This design comes from an exercise in tuning for small area, a short achievable clock period and few clock cycles on the open sky130 flow, not from production work. The RTL was checked by simulation tests, not by an equivalence proof against the original design.

==> inputs of job 8238 <==
// intel_hex_record_encoder
module intel_hex_record_encoder #(
   parameter int RECORD_BYTES = 16,
   parameter int CMD_DEPTH    = 2
) (
   input  wire                   clock,
   input  wire                   reset,
   input  wire                   req_push,
   output logic                  req_full,
   input  wire  [8:0]            req_data,
   output logic                  rsp_empty,
   input  wire                   rsp_pop,
   output logic [8:0]            rsp_data,
   input  wire                   csr_we,
   input  wire [1:0]             csr_wdata
);
==> flow/config.mk <==
export PLATFORM = sky130hd
export DESIGN_NAME = intel_hex_record_encoder
export DESIGN_NICKNAME = intel_hex_record_encoder
export VERILOG_FILES = /design/flow/design.v
export SDC_FILE = /design/flow/constraint.sdc
export NUM_CORES = 4
export LEC_CHECK = 0
export ABC_AREA = 1
export CAP_MARGIN = 20
export CORE_MARGIN = 2
export CORE_UTILIZATION = 60
export CTS_CLUSTER_DIAMETER = 100
export CTS_CLUSTER_SIZE = 30
export SETUP_SLACK_MARGIN = 2.5
export SLEW_MARGIN = 20
==> flow/constraint.sdc <==
create_clock -name core_clock -period 4.5 [get_ports {clock}]
set_input_delay 0.9000 -clock core_clock [delete_from_list [all_inputs] [get_ports {clock}]]
set_output_delay 0.9000 -clock core_clock [all_outputs]
set_load 0.01 [all_outputs]
run.sh (not shown) runs the stock make flow with config.mk's settings and CLKGATE_MAP_FILE= SYNTH_SCRIPT=/design/flow/synth_recipe.tcl, a recipe that flattens the netlist after the stock synthesis.
==> job 2844 (differences from job 8238) <==
--- a/flow/design.v
+++ b/flow/design.v
@@ -49,12 +49,13 @@
    output logic       job_end,
    output logic [4:0] job_cnt
 );
    logic [1:0] mode_ff;
    logic       par_ff;
    logic [3:0] pos_ff;
+   logic [4:0] cnt_ff;
    logic [3:0] wptr_ff, wptr_inc;
    logic       full16_ff, full16_in, one_free;
    logic       full_ff;
    logic       job_v_in;
    logic       accept, eod, keep, blkend;
    logic [1:0] mode_in;
@@ -66,36 +67,41 @@
    assign blkend   = eod || (pos_ff == 4'd15);
    assign mode_in = csr_we ? csr_wdata : mode_ff;
    assign par_in  = accept ? (!eod && !par_ff) : par_ff;
    assign wr_en   = accept && keep;
    assign wr_idx  = wptr_ff;
    assign wr_byte = req_data[8:1];
-   assign job_cnt  = {full16_ff, wptr_ff - rd_ptr};
+   assign job_cnt  = cnt_ff;
    assign job_has  = !job_end || (pos_ff != 4'd0);
    assign job_v_in = (job_v && !job_take) || (accept && blkend);
    assign wptr_inc  = wptr_ff + 4'd1;
    assign one_free  = (wptr_inc == rd_ptr);
    assign full16_in = !rd_ev && (full16_ff || (one_free && wr_en));
    always_ff @(posedge clock) begin
       if (reset) begin
          mode_ff   <= 2'd0;
          par_ff    <= 1'b0;
          keep_ff   <= 1'b1;
          pos_ff    <= 4'd0;
+         cnt_ff    <= 5'd0;
          wptr_ff   <= 4'd0;
          full16_ff <= 1'b0;
          full_ff   <= 1'b0;
          job_v     <= 1'b0;
       end else begin
          mode_ff   <= mode_in;
          par_ff    <= par_in;
          keep_ff   <= (mode_in == 2'd1) ? !par_in : (mode_in == 2'd2) ? par_in : 1'b1;
          if (job_take) begin
             pos_ff <= 4'd0;
-         end else if (accept && !blkend) begin
-            pos_ff <= pos_ff + 4'd1;
+            cnt_ff <= 5'd0;
+         end else if (accept) begin
+            cnt_ff <= cnt_ff + {4'd0, keep};
+            if (!blkend) begin
+               pos_ff <= pos_ff + 4'd1;
+            end
          end
          if (wr_en) begin
             wptr_ff <= wptr_inc;
          end
          full16_ff <= full16_in;
          full_ff   <= job_v_in || full16_in;
@@ -126,15 +132,13 @@
    output logic       rsp_empty,
    input  wire        rsp_pop,
    output logic [8:0] rsp_data
 );
    logic        ph_idle, ph_hdr, ph_dat, ph_trl, ph_eof;
    logic        idle_in, hdr_in, dat_in, trl_in, eof_in;
-   logic [5:0]  k_ff, k_in, k_step;
-   logic [11:0] kj;
-   logic        odd_ff, odd_in;
+   logic [3:0]  k_ff, k_in;
    logic [4:0]  rem_ff, rem_in, rem_dec;
    logic        rend_ff, rend_in;
    logic        rda_ff, rda_in;       
    logic [15:0] addr_ff, addr_inc;
    logic [7:0]  byte_ff;
    logic [3:0]  rptr_ff;
@@ -143,64 +147,46 @@
    logic [3:0]  s_nib;
    logic        g_v, g_hi, g_last;
    logic [1:0]  g_cls;
    logic [3:0]  g_nib;
    logic [7:0]  acc_ff;
    logic [4:0]  acc_lo_sum;
-   logic [3:0]  acc_hi_sum, acc_hi_inc, acc_hi_lo, acc_gen, acc_prop;
-   logic        acc_cy;
+   logic [3:0]  acc_hi_sum, acc_hi_inc;
    logic        o_empty, o_last;
    logic [7:0]  o_ch;
    logic        adv;
    logic [3:0]  n;
    logic [7:0]  ch;
-   localparam logic [5:0] KJ0 = 6'b000000;
-   localparam logic [5:0] KJ1 = 6'b100000;
    assign adv       = o_empty || rsp_pop;
    assign rsp_empty = o_empty;
    assign rsp_data  = {o_ch, o_last};
    assign rd_idx    = rptr_ff;
    assign rd        = rda_ff;
    assign take      = ph_idle && job_v;
    assign job_take  = adv && take;
    assign rd_ev     = adv && rd;
    assign rem_dec   = rem_ff - 5'd1;
    assign addr_inc  = addr_ff + 16'd1;
-   assign k_step = {!k_ff[0], k_ff[5:1]};
-   assign kj[0]  = !k_ff[5] && !k_ff[0];
-   assign kj[1]  = k_ff[5] && !k_ff[4];
-   assign kj[2]  = k_ff[4] && !k_ff[3];
-   assign kj[3]  = k_ff[3] && !k_ff[2];
-   assign kj[4]  = k_ff[2] && !k_ff[1];
-   assign kj[5]  = k_ff[1] && !k_ff[0];
-   assign kj[6]  = k_ff[0] && k_ff[5];
-   assign kj[7]  = !k_ff[5] && k_ff[4];
-   assign kj[8]  = !k_ff[4] && k_ff[3];
-   assign kj[9]  = !k_ff[3] && k_ff[2];
-   assign kj[10] = !k_ff[2] && k_ff[1];
-   assign kj[11] = !k_ff[1] && k_ff[0];
    always_comb begin
       idle_in  = ph_idle;
       hdr_in   = ph_hdr;
       dat_in   = ph_dat;
       trl_in   = ph_trl;
       eof_in   = ph_eof;
-      k_in     = k_step;
-      odd_in   = !odd_ff;
+      k_in     = k_ff + 4'd1;
       rem_in   = rd ? rem_dec : rem_ff;
       rend_in  = rend_ff;
       rda_in   = 1'b0;
       s_emit   = 1'b0;
       s_cls    = ClsHex;
       s_nib    = 4'd0;
-      s_hi     = odd_ff;
+      s_hi     = 1'b0;
       s_last   = 1'b0;
       addr_clr = 1'b0;
       if (ph_idle) begin
-         k_in   = KJ1;
-         odd_in = 1'b1;
+         k_in = 4'd1;
          if (job_v) begin
             s_emit  = 1'b1;
             s_cls   = ClsLit;
             s_nib   = LitColon;
             rem_in  = job_cnt;
             rend_in = job_end;
@@ -208,71 +194,73 @@
             hdr_in  = job_has;
             eof_in  = !job_has;
          end
       end
       if (ph_hdr) begin
          s_emit = 1'b1;
-         s_nib  = ({4{kj[1]}} & {3'd0, rem_ff[4]})
-                | ({4{kj[2]}} & rem_ff[3:0])
-                | ({4{kj[3]}} & addr_ff[15:12])
-                | ({4{kj[4]}} & addr_ff[11:8])
-                | ({4{kj[5]}} & addr_ff[7:4])
-                | ({4{kj[6]}} & addr_ff[3:0]);
-         rda_in = kj[7] && (rem_ff != 5'd0);
-         if (kj[8]) begin
-            k_in   = KJ0;
+         s_hi   = k_ff[0];
+         case (k_ff[2:0])
+            3'd1:    s_nib = {3'd0, rem_ff[4]};
+            3'd2:    s_nib = rem_ff[3:0];
+            3'd3:    s_nib = addr_ff[15:12];
+            3'd4:    s_nib = addr_ff[11:8];
+            3'd5:    s_nib = addr_ff[7:4];
+            3'd6:    s_nib = addr_ff[3:0];
+            default: s_nib = 4'd0;
+         endcase
+         rda_in = (k_ff[2:0] == 3'd7) && (rem_ff != 5'd0);
+         if (k_ff[3]) begin
+            k_in   = 4'd0;
             hdr_in = 1'b0;
             dat_in = rd;
             trl_in = !rd;
          end
       end
       if (ph_dat) begin
          s_emit = 1'b1;
-         s_nib  = odd_ff ? byte_ff[7:4] : byte_ff[3:0];
-         k_in   = KJ0;
-         rda_in = odd_ff && (rem_ff != 5'd0);
-         if (!odd_ff && !rd) begin
+         s_hi   = !k_ff[0];
+         s_nib  = k_ff[0] ? byte_ff[3:0] : byte_ff[7:4];
+         k_in   = {3'd0, !k_ff[0]};
+         rda_in = !k_ff[0] && (rem_ff != 5'd0);
+         if (k_ff[0] && !rd) begin
             dat_in = 1'b0;
             trl_in = 1'b1;
          end
       end
       if (ph_trl) begin
          s_emit = 1'b1;
-         if (kj[2]) begin
-            s_cls   = ClsLit;
-            s_nib   = LitNewline;
-            s_last  = !rend_ff;
-            k_in    = KJ0;
-            trl_in  = 1'b0;
-            eof_in  = rend_ff;
+         if (k_ff[1]) begin
+            s_cls  = ClsLit;
+            s_nib  = LitNewline;
+            s_last = !rend_ff;
+            k_in   = 4'd0;
+            trl_in = 1'b0;
+            eof_in = rend_ff;
             idle_in = !rend_ff;
          end else begin
             s_cls = ClsChk;
+            s_hi  = !k_ff[0];
          end
       end
       if (ph_eof) begin
          s_emit = 1'b1;
-         if (kj[0]) begin
-            s_cls = ClsLit;
-            s_nib = LitColon;
-         end
-         if (kj[8]) begin
-            s_nib = 4'd1;
-         end
-         if (kj[9] || kj[10]) begin
-            s_cls = ClsLit;
-            s_nib = LitF;
-         end
-         if (kj[11]) begin
-            s_cls    = ClsLit;
-            s_nib    = LitNewline;
-            s_last   = 1'b1;
-            addr_clr = 1'b1;
-            eof_in   = 1'b0;
-            idle_in  = 1'b1;
-         end
+         case (k_ff)
+            4'd0:  begin s_cls = ClsLit; s_nib = LitColon; end
+            4'd8:  s_nib = 4'd1;
+            4'd9:  begin s_cls = ClsLit; s_nib = LitF; end
+            4'd10: begin s_cls = ClsLit; s_nib = LitF; end
+            4'd11: begin
+               s_cls    = ClsLit;
+               s_nib    = LitNewline;
+               s_last   = 1'b1;
+               addr_clr = 1'b1;
+               eof_in   = 1'b0;
+               idle_in  = 1'b1;
+            end
+            default: s_nib = 4'd0;
+         endcase
       end
    end
    always_comb begin
       n = g_nib;
       if (g_cls == ClsChk) begin
          n = g_hi ? ~acc_ff[7:4] : ~acc_ff[3:0];
@@ -295,18 +283,12 @@
          endcase
       end
    end
    assign acc_lo_sum = {1'b0, acc_ff[3:0]} + {1'b0, g_nib};
    assign acc_hi_sum = acc_ff[7:4] + g_nib;
    assign acc_hi_inc = acc_ff[7:4] + 4'd1;
-   assign acc_gen    = acc_ff[3:0] & g_nib;
-   assign acc_prop   = acc_ff[3:0] | g_nib;
-   assign acc_cy     = acc_gen[3] | (acc_prop[3] & acc_gen[2])
-                       | (acc_prop[3] & acc_prop[2] & acc_gen[1])
-                       | (acc_prop[3] & acc_prop[2] & acc_prop[1] & acc_gen[0]);
-   assign acc_hi_lo  = acc_cy ? acc_hi_inc : acc_ff[7:4];
    always_ff @(posedge clock) begin
       if (reset) begin
          ph_idle <= 1'b1;
          ph_hdr  <= 1'b0;
          ph_dat  <= 1'b0;
          ph_trl  <= 1'b0;
@@ -335,13 +317,12 @@
          o_empty <= !g_v;
       end
    end
    always_ff @(posedge clock) begin
       if (adv) begin
          k_ff    <= k_in;
-         odd_ff  <= odd_in;
          rem_ff  <= rem_in;
          rend_ff <= rend_in;
          if (rd) begin
             byte_ff <= rd_byte;
          end
          g_cls   <= s_cls;
@@ -355,13 +336,15 @@
                acc_ff <= 8'hff;
             end else if (g_cls == ClsHex) begin
                if (g_hi) begin
                   acc_ff[7:4] <= acc_hi_sum;
                end else begin
                   acc_ff[3:0] <= acc_lo_sum[3:0];
-                  acc_ff[7:4] <= acc_hi_lo;
+                  if (acc_lo_sum[4]) begin
+                     acc_ff[7:4] <= acc_hi_inc;
+                  end
                end
             end
          end
       end
    end
 endmodule
Settings changed: ABC_AREA 1 to not set, CORE_UTILIZATION 60 to 55.
==> job 3110 (differences from job 8238) <==
Settings changed: CORE_UTILIZATION 60 to 70.
==> out/qor.tcl <==
set qor(run_status) {timing/DRC/antenna clean}
set qor(combinational_family_with_the_most_area_after_synthesis) {multiplexers}
set qor(synthAdderAreaFrac_pct) 3.61
set qor(routed_wl_mm) 20.2
set qor(cts_repair_resize_count) 84
set qor(die_width_um) 137
set qor(dp_cells) 911
set qor(timing.slew.headroom_pct) 51.6
set qor(r2r_setup_slack_ns) 2.52
set qor(r2r-start) {u_back.g_nib[0]}
set qor(synthesis.nets) 736
That was job 2844.
==> out/qor.tcl <==
set qor(r2r_setup_slack_ns) 2.63
set qor(combinational_family_with_the_most_area_after_synthesis) {simple AND/OR/NAND/NOR gates}
set qor(clock_net_power_mw) 1.11
set qor(run_status) {timing/DRC/antenna clean}
set qor(synthesis.nets) 994
set qor(synthAdderAreaFrac_pct) 3.49
set qor(die_width_um) 133
set qor(routed_wl_mm) 22.5
set qor(dp_cells) 1164
set qor(r2r-start) {u_back.g_cls[1]}
That was job 8238.
==> out/qor.tcl <==
set qor(synthAdderAreaFrac_pct) 3.49
set qor(run_status) {timing/DRC/antenna clean}
set qor(routed_wl_mm) 23.1
set qor(die_width_um) 123
set qor(combinational_family_with_the_most_area_after_synthesis) {simple AND/OR/NAND/NOR gates}
set qor(timing.slew.headroom_pct) 47.7
set qor(dp_cells) 1124
set qor(synthesis.nets) 994
That was job 3110.
Testbench counts of job 8238, summed over its fixed seeds: cycles 22,533.
Testbench counts of job 2844, summed over its fixed seeds: cycles 22,533.
Testbench counts of job 3110, summed over its fixed seeds: cycles 22,533.

-- what the ideal ports hide --
The flow's constraints put no driver on any port. The routed layouts listed below were extracted and timed again, unchanged, in two steps. Step 1, drivers: a clkbuf_16 drives clock and a buf_2 each remaining input, both assumed. Step 2 moves the port delays by t, midway between the first and last clock arrival at a register: inputs arrive t later, outputs are due t later. That takes back most of the time a late clock gives input paths. Three values: no drivers, after step 1, after step 2; two values: the first two.
run	t (ns)	setup slack, ns	worst register clock-pin slew, ns	worst data-port slew with drivers (ns)
job 8238	0.502	2.538 / 2.494 / 2.058	0.11 / 0.11	0.03
job 2844	0.504	2.516 / 2.504 / 2.056	0.12 / 0.12	0.03
job 3110	0.504	2.558 / 2.556 / 2.065	0.12 / 0.12	0.04
After both steps setup and hold are still met in every run listed. For job 3110, which loses most, drivers alone change the setup slack by -0.002 ns; drivers and shift together by -0.493 ns.
